From an optimization exercise on the open Yosys and OpenROAD flow, aimed at small area, a short achievable clock period and few clock cycles per item; shortcuts taken in it are not production practice. Where RTL was checked, it was by simulation tests only, not by an equivalence proof against the original. The flow treats the clock pin as an ideal source, which a real chip does not have.

==> flow/design.v (excerpt) <==
module aes128_encr_round_ctrl
#(
  parameter int NUM_ROUNDS = 10,
  parameter int RCNT_W     = 4
) (
  input  logic              clk,
  input  logic              rst,
  input  logic              in_valid,
  output logic              in_ready,
  input  logic [127:0]      plaintext,
  input  logic [127:0]      key,
  output logic              out_valid,
  input  logic              out_ready,
  output logic [127:0]      ciphertext
);
  if (NUM_ROUNDS != 10) begin : g_bad_rounds
    $error("aes128_encr_round_ctrl: NUM_ROUNDS must be 10 for AES-128");
  end
  if ((1 << RCNT_W) <= NUM_ROUNDS) begin : g_bad_rcnt_w
    $error("aes128_encr_round_ctrl: RCNT_W too narrow for NUM_ROUNDS");
  end
  localparam logic [RCNT_W-1:0] LAST_RND = RCNT_W'(NUM_ROUNDS);
  logic [127:0]      st_reg, k_reg, m_reg, km_reg, out_reg;
  logic [127:0]      rk_m, m_next, out_d, k_d;
  logic [31:0]       t_reg, t_next;
  logic [RCNT_W-1:0] s_nr, m_nr;
  logic              s_vld, s_park, s_old;
  logic              m_vld, m_park, m_old, m_wait, m_cont;
  logic              ov_q, nov_q, ir_q, nir_q;   
  logic              leave, park, acc;
  logic [RCNT_W-1:0] s_nr_d;
  logic              s_vld_d, s_park_d, s_old_d, m_old_d, m_wait_d, m_cont_d, ov_d, ir_d;
  logic              leave_n, park_n;
  assign t_next = aes_encr_pkg::sub_rot_word(k_reg[31:0]);
  assign m_next = aes_encr_pkg::shift_rows(aes_encr_pkg::sub_bytes(st_reg));
  aes128_key_expand_step u_key_expand (
    .rk      (km_reg),
    .temp    (t_reg ^ {aes_encr_pkg::rcon_of(4'(m_nr)), 24'h000000}),
    .rk_next (rk_m)
  );
  ...
Size: ~4700 cells after synthesis, roughly 690 flip-flops, about 390 I/O pins.
==> module aes128_encr_round_ctrl, before the edit <==
module aes128_encr_round_ctrl
#(
  parameter int NUM_ROUNDS = 10,
  parameter int RCNT_W     = 4
) (
  input  logic              clk,
  input  logic              rst,
  input  logic              in_valid,
  output logic              in_ready,
  input  logic [127:0]      plaintext,
  input  logic [127:0]      key,
  output logic              out_valid,
  input  logic              out_ready,
  output logic [127:0]      ciphertext
);
  if (NUM_ROUNDS != 10) begin : g_bad_rounds
    $error("aes128_encr_round_ctrl: NUM_ROUNDS must be 10 for AES-128");
  end
  if ((1 << RCNT_W) <= NUM_ROUNDS) begin : g_bad_rcnt_w
    $error("aes128_encr_round_ctrl: RCNT_W too narrow for NUM_ROUNDS");
  end
  localparam logic [RCNT_W-1:0] LAST_RND = RCNT_W'(NUM_ROUNDS);
  logic [127:0]      st_reg, k_reg, m_reg, km_reg, out_reg;
  logic [127:0]      rk_m, m_next, out_d, k_d;
  logic [31:0]       t_reg, t_next;
  logic [RCNT_W-1:0] s_nr, m_nr;
  logic              s_vld, s_park, s_old;
  logic              m_vld, m_park, m_old, m_wait, m_cont;
  logic              ov_q, nov_q, ir_q, nir_q;   
  logic              leave, park, acc;
  logic [RCNT_W-1:0] s_nr_d;
  logic              s_vld_d, s_park_d, s_old_d, m_old_d, m_wait_d, m_cont_d, ov_d, ir_d;
  logic              leave_n, park_n;
  assign t_next = aes_encr_pkg::sub_rot_word(k_reg[31:0]);
  assign m_next = aes_encr_pkg::shift_rows(aes_encr_pkg::sub_bytes(st_reg));
  aes128_key_expand_step u_key_expand (
    .rk      (km_reg),
    .temp    (t_reg ^ {aes_encr_pkg::rcon_of(4'(m_nr)), 24'h000000}),
    .rk_next (rk_m)
  );
  assign out_d = m_park ? km_reg : (m_reg ^ rk_m);
  assign leave = m_wait & m_old & nov_q;
  assign park  = m_wait & ~leave;
  assign acc   = in_valid & ~nir_q;
  assign k_d = (m_cont | park) ? (m_cont ? rk_m : out_d) : key;
  always_comb begin
    if (m_cont) begin
      s_vld_d  = 1'b1;
      s_park_d = 1'b0;
      s_old_d  = m_old;
      s_nr_d   = m_nr + RCNT_W'(1);
    end else if (park) begin
      s_vld_d  = 1'b1;
      s_park_d = 1'b1;
      s_old_d  = m_old;
      s_nr_d   = m_nr;
    end else begin
      s_vld_d  = acc;
      s_park_d = 1'b0;
      s_old_d  = ~s_vld;
      s_nr_d   = RCNT_W'(1);
    end
    m_old_d  = s_old | leave;
    m_wait_d = s_vld & (s_park | (s_nr == LAST_RND));
    m_cont_d = s_vld & ~s_park & (s_nr != LAST_RND);
    ov_d     = leave | (~nov_q & ~out_ready);
    leave_n  = m_wait_d & m_old_d & ~ov_d;
    park_n   = m_wait_d & ~leave_n;
    ir_d     = ~m_cont_d & ~park_n & ~(s_vld_d & ~s_park_d & (s_nr_d == RCNT_W'(1)));
  end
  always_ff @(posedge clk) begin
    if (rst) begin
      s_vld  <= 1'b0;
      s_park <= 1'b0;
      s_old  <= 1'b0;
      m_vld  <= 1'b0;
      m_park <= 1'b0;
      m_old  <= 1'b0;
      m_wait <= 1'b0;
      m_cont <= 1'b0;
      ov_q   <= 1'b0;
      nov_q  <= 1'b1;
      ir_q   <= 1'b1;
      nir_q  <= 1'b0;
    end else begin
      s_vld  <= s_vld_d;
      s_park <= s_park_d;
      s_old  <= s_old_d;
      m_vld  <= s_vld;
      m_park <= s_park;
      m_old  <= m_old_d;
      m_wait <= m_wait_d;
      m_cont <= m_cont_d;
      ov_q   <= ov_d;
      nov_q  <= ~ov_d;
      ir_q   <= ir_d;
      nir_q  <= ~ir_d;
    end
  end
  always_ff @(posedge clk) begin
    s_nr <= s_nr_d;
    m_nr <= s_nr;
  end
  always_ff @(posedge clk) begin
    m_reg  <= m_next;
    km_reg <= k_reg;
    t_reg  <= t_next;
    k_reg  <= k_d;
    st_reg <= (m_cont ? aes_encr_pkg::mix_columns(m_reg) : plaintext) ^ k_d;
    if (leave) out_reg <= out_d;
  end
  assign in_ready   = ir_q;
  assign out_valid  = ov_q;
  assign ciphertext = out_reg;
endmodule
Settings: LEC_CHECK=0, CAP_MARGIN=20, CORE_MARGIN=2, CORE_UTILIZATION=30, SLEW_MARGIN=20; clock period 20.0 ns.
standard.sh (not shown) runs the stock make flow with config.mk's settings and CLKGATE_MAP_FILE= SYNTH_SCRIPT=/design/flow/synth_recipe.tcl, a recipe that flattens the netlist after the stock synthesis.
==> flow/flow/run.sh <==
#!/bin/bash
# Standard ORFS layout, except:
#  - synthesis maps the logic with an area-oriented ABC script (flow/abc.script)
#    instead of ORFS's abc_speed.script; registers are mapped before ABC runs, so
#    they are the standard synthesis's;
#  - ports are buffered with buf_1 (outputs: buf_2) instead of the resizer's default choice
#    (clkdlybuf4s50_1, a delay cell);
#  - timing repair aims at the extra setup and hold margins in flow/setup_margin.txt
#    and flow/hold_margin.txt, if any;
#  - after global placement, the flip-flops that drive output ports are moved next
#    to their port buffers (flow/place_io_flops.tcl);
#  - before CTS, the registers that capture the S-box stage (m_reg, t_reg)
#    are taken off the clock net (flow/clock_detach.tcl), so that CTS builds its
#    tree for the other registers;
#  - after CTS, the clk port drives four root clock buffers, each driving a quarter
#    of the leaf clock buffers directly, in place of CTS's upper tree
#    (flow/clock_top.tcl); the S-box-stage registers get leaf buffers of their own,
#    fed from the roots through one clock delay cell per root: useful skew between
#    internal registers only (flow/clock_stage1.tcl).
set -euo pipefail
W=$PWD
export FLOW_ABC_SCRIPT=$W/flow/abc.script
sed 's|log_cmd abc {\*}$abc_args|log_cmd abc -script $::env(FLOW_ABC_SCRIPT) {*}[lrange $abc_args 2 end]|' \
  "$FLOW_HOME/scripts/synth.tcl" > "$W/synth_core.tcl"
grep -q FLOW_ABC_SCRIPT "$W/synth_core.tcl"
sed "s|source \$::env(SCRIPTS_DIR)/synth.tcl|source $W/synth_core.tcl|" synth_recipe.tcl > "$W/synth_abc.tcl"
grep -q synth_core.tcl "$W/synth_abc.tcl"
bash standard.sh synth SYNTH_SCRIPT="$W/synth_abc.tcl" > "$W/synth.log" 2>&1
EXTRA=(BUFFER_PORTS_ARGS="-buffer_cell sky130_fd_sc_hd__buf_1" CTS_CLUSTER_SIZE=25 CTS_CLUSTER_DIAMETER=100 CORE_UTILIZATION=65 PLACE_DENSITY=0.8 POST_GLOBAL_PLACE_TCL="$W/flow/place_io_flops.tcl" PRE_CTS_TCL="$W/flow/clock_detach.tcl" POST_CTS_TCL="$W/flow/post_cts.tcl")
if [[ -s flow/setup_margin.txt ]]; then
  EXTRA+=(SETUP_SLACK_MARGIN="$(cat flow/setup_margin.txt)")
fi
if [[ -s flow/hold_margin.txt ]]; then
  EXTRA+=(HOLD_SLACK_MARGIN="$(cat flow/hold_margin.txt)")
fi
bash standard.sh finish "${EXTRA[@]}" > "$W/layout.log" 2>&1
Other scripts of this flow, unchanged in this note and not shown: flow/flow/abc.script, flow/flow/clock_detach.tcl, flow/flow/clock_stage1.tcl, flow/flow/clock_top.tcl, flow/flow/place_io_flops.tcl, flow/flow/post_cts.tcl
Testbench counts at the start, summed over its fixed seeds: cycles 3,880, items 384.
Next try:
--- a/flow/design.v
+++ b/flow/design.v
@@ -371,13 +371,13 @@
     .rk_next (rk_m)
   );
   assign out_d = m_park ? km_reg : (m_reg ^ rk_m);
   assign leave = m_wait & m_old & nov_q;
   assign park  = m_wait & ~leave;
   assign acc   = in_valid & ~nir_q;
-  assign k_d = (m_cont | park) ? (m_cont ? rk_m : out_d) : key;
+  assign k_d = m_cont ? rk_m : (park ? out_d : key);
   always_comb begin
     if (m_cont) begin
       s_vld_d  = 1'b1;
       s_park_d = 1'b0;
       s_old_d  = m_old;
       s_nr_d   = m_nr + RCNT_W'(1);
=>
- The changed run went through all stages and came out clean
- wire length shrinks by 2.4%
- critical path depth grows by 4
- sequential share of layout area is about the same
- register-to-register slack degrades by 0.03 ns
- synthesized area is about the same
- worst setup slack degrades by 0.062 ns
- fmax shrinks by 1.2%
- final cell count barely changes
- die area barely changes
- global-route usage shrinks by 0.99 points
- utilization hardly moves
- worst hold slack improves by 0.11 ns
- cell area is about the same
Function not checked in the second run of this note: the RTL went through the layout flow alone.


== job 9376 ==
Another version of the RTL of aes128_encr_round_ctrl (not shown whole).
For scale: roughly 700 flip-flops, ~390 I/O pins.
==> module aes128_encr_round_ctrl, before the edit <==
module aes128_encr_round_ctrl
#(
  parameter int NUM_ROUNDS = 10,
  parameter int RCNT_W     = 4
) (
  input  logic              clk,
  input  logic              rst,
  input  logic              in_valid,
  output logic              in_ready,
  input  logic [127:0]      plaintext,
  input  logic [127:0]      key,
  output logic              out_valid,
  input  logic              out_ready,
  output logic [127:0]      ciphertext
);
  if (NUM_ROUNDS != 10) begin : g_bad_rounds
    $error("aes128_encr_round_ctrl: NUM_ROUNDS must be 10 for AES-128");
  end
  if ((1 << RCNT_W) <= NUM_ROUNDS) begin : g_bad_rcnt_w
    $error("aes128_encr_round_ctrl: RCNT_W too narrow for NUM_ROUNDS");
  end
  localparam logic [7:0] RC_LAST = 8'h36;   
  logic [127:0]      st_reg, k_reg, m_reg, km_reg, out_reg;
  logic [127:0]      rk_m, m_next, out_d, k_d;
  logic [31:0]       t_reg, t_next;
  logic [7:0]        s_rc, m_rc;
  logic              s_vld, s_park, s_old;
  logic              m_vld, m_park, m_old, m_wait, m_cont;
  logic              ov_q, nov_q, ir_q, nir_q;   
  logic              leave, park, acc;
  logic [7:0]        s_rc_d;
  logic              s_vld_d, s_park_d, s_old_d, m_old_d, m_wait_d, m_cont_d, ov_d, ir_d;
  logic              leave_n, park_n;
  assign t_next = aes_encr_pkg::sub_rot_word(k_reg[31:0]);
  assign m_next = aes_encr_pkg::shift_rows(aes_encr_pkg::sub_bytes(st_reg));
  aes128_key_expand_step u_key_expand (
    .rk      (km_reg),
    .temp    (t_reg ^ {m_rc, 24'h000000}),
    .rk_next (rk_m)
  );
  assign out_d = m_park ? km_reg : (m_reg ^ rk_m);
  assign leave = m_wait & m_old & nov_q;
  assign park  = m_wait & ~leave;
  assign acc   = in_valid & ~nir_q;
  assign k_d = m_cont ? rk_m : (park ? out_d : key);
  always_comb begin
    if (m_cont) begin
      s_vld_d  = 1'b1;
      s_park_d = 1'b0;
      s_old_d  = m_old;
      s_rc_d   = aes_encr_pkg::xtime(m_rc);
    end else if (park) begin
      s_vld_d  = 1'b1;
      s_park_d = 1'b1;
      s_old_d  = m_old;
      s_rc_d   = m_rc;
    end else begin
      s_vld_d  = acc;
      s_park_d = 1'b0;
      s_old_d  = ~s_vld;
      s_rc_d   = 8'h01;
    end
    m_old_d  = s_old | leave;
    m_wait_d = s_vld & (s_park | (s_rc == RC_LAST));
    m_cont_d = s_vld & ~s_park & (s_rc != RC_LAST);
    ov_d     = leave | (~nov_q & ~out_ready);
    leave_n  = m_wait_d & m_old_d & ~ov_d;
    park_n   = m_wait_d & ~leave_n;
    ir_d     = ~m_cont_d & ~park_n & ~(s_vld_d & ~s_park_d & (s_rc_d == 8'h01));
  end
  always_ff @(posedge clk) begin
    if (rst) begin
      s_vld  <= 1'b0;
      s_park <= 1'b0;
      s_old  <= 1'b0;
      m_vld  <= 1'b0;
      m_park <= 1'b0;
      m_old  <= 1'b0;
      m_wait <= 1'b0;
      m_cont <= 1'b0;
      ov_q   <= 1'b0;
      nov_q  <= 1'b1;
      ir_q   <= 1'b1;
      nir_q  <= 1'b0;
    end else begin
      s_vld  <= s_vld_d;
      s_park <= s_park_d;
      s_old  <= s_old_d;
      m_vld  <= s_vld;
      m_park <= s_park;
      m_old  <= m_old_d;
      m_wait <= m_wait_d;
      m_cont <= m_cont_d;
      ov_q   <= ov_d;
      nov_q  <= ~ov_d;
      ir_q   <= ir_d;
      nir_q  <= ~ir_d;
    end
  end
  always_ff @(posedge clk) begin
    s_rc <= s_rc_d;
    m_rc <= s_rc;
  end
  always_ff @(posedge clk) begin
    m_reg  <= m_next;
    km_reg <= k_reg;
    t_reg  <= t_next;
    k_reg  <= k_d;
    st_reg <= (m_cont ? aes_encr_pkg::mix_columns(m_reg) : plaintext) ^ k_d;
    if (leave) out_reg <= out_d;
  end
  assign in_ready   = ir_q;
  assign out_valid  = ov_q;
  assign ciphertext = out_reg;
endmodule
clock: 20.0 ns
lec_check: 0
cap_margin: 20
core_margin: 2
core_utilization: 30
slew_margin: 20
Scripts as last shown in full above: flow/flow/run.sh
Other scripts of this flow, unchanged in this note and not shown: flow/flow/abc.script, flow/flow/clock_detach.tcl, flow/flow/clock_stage1.tcl, flow/flow/clock_top.tcl, flow/flow/place_io_flops.tcl, flow/flow/post_cts.tcl
Testbench counts of job 9376, summed over its fixed seeds: cycles 3,880, items 384.
Edits applied to the flow inputs when going from job 9376 to job 8465:
--- a/flow/design.v
+++ b/flow/design.v
@@ -135,23 +135,18 @@
     S6 = ~(L13 ^ L27);
     S7 = ~(L6 ^ L23);
     sbox = {S0, S1, S2, S3, S4, S5, S6, S7};
   endfunction
   function automatic logic [7:0] rcon_of(input logic [3:0] rnd);
-    case (rnd)
-      4'd1:    rcon_of = 8'h01;
-      4'd2:    rcon_of = 8'h02;
-      4'd3:    rcon_of = 8'h04;
-      4'd4:    rcon_of = 8'h08;
-      4'd5:    rcon_of = 8'h10;
-      4'd6:    rcon_of = 8'h20;
-      4'd7:    rcon_of = 8'h40;
-      4'd8:    rcon_of = 8'h80;
-      4'd9:    rcon_of = 8'h1b;
-      4'd10:   rcon_of = 8'h36;
-      default: rcon_of = 8'h00;
-    endcase
+    rcon_of[0] = (rnd == 4'd1) | (rnd == 4'd9);
+    rcon_of[1] = (rnd == 4'd2) | (rnd == 4'd9) | (rnd == 4'd10);
+    rcon_of[2] = (rnd == 4'd3) | (rnd == 4'd10);
+    rcon_of[3] = (rnd == 4'd4) | (rnd == 4'd9);
+    rcon_of[4] = (rnd == 4'd5) | (rnd == 4'd9) | (rnd == 4'd10);
+    rcon_of[5] = (rnd == 4'd6) | (rnd == 4'd10);
+    rcon_of[6] = (rnd == 4'd7);
+    rcon_of[7] = (rnd == 4'd8);
   endfunction
   function automatic logic [31:0] sub_rot_word(input logic [31:0] w);
     sub_rot_word = {sbox(w[23:16]), sbox(w[15:8]), sbox(w[7:0]), sbox(w[31:24])};
   endfunction
   function automatic logic [127:0] sub_bytes(input logic [127:0] s);
@@ -225,27 +220,27 @@
     $error("aes128_encr_round_ctrl: NUM_ROUNDS must be 10 for AES-128");
   end
   if ((1 << RCNT_W) <= NUM_ROUNDS) begin : g_bad_rcnt_w
     $error("aes128_encr_round_ctrl: RCNT_W too narrow for NUM_ROUNDS");
   end
-  localparam logic [7:0] RC_LAST = 8'h36;   
+  localparam logic [RCNT_W-1:0] LAST_RND = RCNT_W'(NUM_ROUNDS);
   logic [127:0]      st_reg, k_reg, m_reg, km_reg, out_reg;
   logic [127:0]      rk_m, m_next, out_d, k_d;
   logic [31:0]       t_reg, t_next;
-  logic [7:0]        s_rc, m_rc;
+  logic [RCNT_W-1:0] s_nr, m_nr;
   logic              s_vld, s_park, s_old;
   logic              m_vld, m_park, m_old, m_wait, m_cont;
   logic              ov_q, nov_q, ir_q, nir_q;   
   logic              leave, park, acc;
-  logic [7:0]        s_rc_d;
+  logic [RCNT_W-1:0] s_nr_d;
   logic              s_vld_d, s_park_d, s_old_d, m_old_d, m_wait_d, m_cont_d, ov_d, ir_d;
   logic              leave_n, park_n;
   assign t_next = aes_encr_pkg::sub_rot_word(k_reg[31:0]);
   assign m_next = aes_encr_pkg::shift_rows(aes_encr_pkg::sub_bytes(st_reg));
   aes128_key_expand_step u_key_expand (
     .rk      (km_reg),
-    .temp    (t_reg ^ {m_rc, 24'h000000}),
+    .temp    (t_reg ^ {aes_encr_pkg::rcon_of(4'(m_nr)), 24'h000000}),
     .rk_next (rk_m)
   );
   assign out_d = m_park ? km_reg : (m_reg ^ rk_m);
   assign leave = m_wait & m_old & nov_q;
   assign park  = m_wait & ~leave;
@@ -254,29 +249,29 @@
   always_comb begin
     if (m_cont) begin
       s_vld_d  = 1'b1;
       s_park_d = 1'b0;
       s_old_d  = m_old;
-      s_rc_d   = aes_encr_pkg::xtime(m_rc);
+      s_nr_d   = m_nr + RCNT_W'(1);
     end else if (park) begin
       s_vld_d  = 1'b1;
       s_park_d = 1'b1;
       s_old_d  = m_old;
-      s_rc_d   = m_rc;
+      s_nr_d   = m_nr;
     end else begin
       s_vld_d  = acc;
       s_park_d = 1'b0;
       s_old_d  = ~s_vld;
-      s_rc_d   = 8'h01;
+      s_nr_d   = RCNT_W'(1);
     end
     m_old_d  = s_old | leave;
-    m_wait_d = s_vld & (s_park | (s_rc == RC_LAST));
-    m_cont_d = s_vld & ~s_park & (s_rc != RC_LAST);
+    m_wait_d = s_vld & (s_park | (s_nr == LAST_RND));
+    m_cont_d = s_vld & ~s_park & (s_nr != LAST_RND);
     ov_d     = leave | (~nov_q & ~out_ready);
     leave_n  = m_wait_d & m_old_d & ~ov_d;
     park_n   = m_wait_d & ~leave_n;
-    ir_d     = ~m_cont_d & ~park_n & ~(s_vld_d & ~s_park_d & (s_rc_d == 8'h01));
+    ir_d     = ~m_cont_d & ~park_n & ~(s_vld_d & ~s_park_d & (s_nr_d == RCNT_W'(1)));
   end
   always_ff @(posedge clk) begin
     if (rst) begin
       s_vld  <= 1'b0;
       s_park <= 1'b0;
@@ -304,12 +299,12 @@
       ir_q   <= ir_d;
       nir_q  <= ~ir_d;
     end
   end
   always_ff @(posedge clk) begin
-    s_rc <= s_rc_d;
-    m_rc <= s_rc;
+    s_nr <= s_nr_d;
+    m_nr <= s_nr;
   end
   always_ff @(posedge clk) begin
     m_reg  <= m_next;
     km_reg <= k_reg;
     t_reg  <= t_next;
### Flow results
Total half-perimeter wirelength after legalization and detailed placement: job 8465 higher than job 9376. Netlist area before placement (higher): job 9376. Job 8465 and job 9376 ended up with nearly the same combined area of the multi-input logic cells. Job 8465 vs. job 9376: cell area after placement went down 0.43%; ratio of final minimum period to clock period went up by 0.26 points. In the tables for job 8465 and job 9376, wire length reads lower with job 9376. Final critical path time including I/O delays and setup (higher): job 8465. Side by side, total length of routed met3 wires turned out higher in job 8465 than in job 9376.
For job 8465, only the layout was checked, not whether the RTL still works.

[static timing again, ports no longer ideal]
In the flow no input, the clock included, has a driving cell. The finished layouts below were timed again as built, in two steps. Step 1, drivers: a clkbuf_16 drives clk and a buf_2 each remaining input, both assumed. Step 2, shift: input delay + t, output delay - t, t = (earliest + latest rising clock arrival at the registers) / 2. This alone moves slack from input paths to output paths. a / b / c = no drivers / after step 1 / after step 2; a / b = the first two.
run	shift t [ns]	setup WS [ns]	latest minus earliest clock arrival (ns)	worst register clock-pin slew, ns	worst slew at a driven data input, ns
the first run of note 1	0.882	15.000 / 14.860 / 14.544	0.777 / 0.776	0.11 / 0.11	0.07
the second run of note 1	0.841	14.938 / 14.885 / 14.213	0.696 / 0.697	0.11 / 0.11	0.16
job 9376	0.843	15.050 / 14.903 / 14.470	0.665 / 0.665	0.11 / 0.11	0.13
job 8465	0.845	14.998 / 14.847 / 14.398	0.694 / 0.693	0.11 / 0.11	0.13
Clock arrivals are far apart in every run listed, so t is only a midpoint there and step 2 fits no single register. The setup slack of the second run of note 1, which loses most, moves by -0.053 ns with the drivers and by -0.725 ns with both steps.
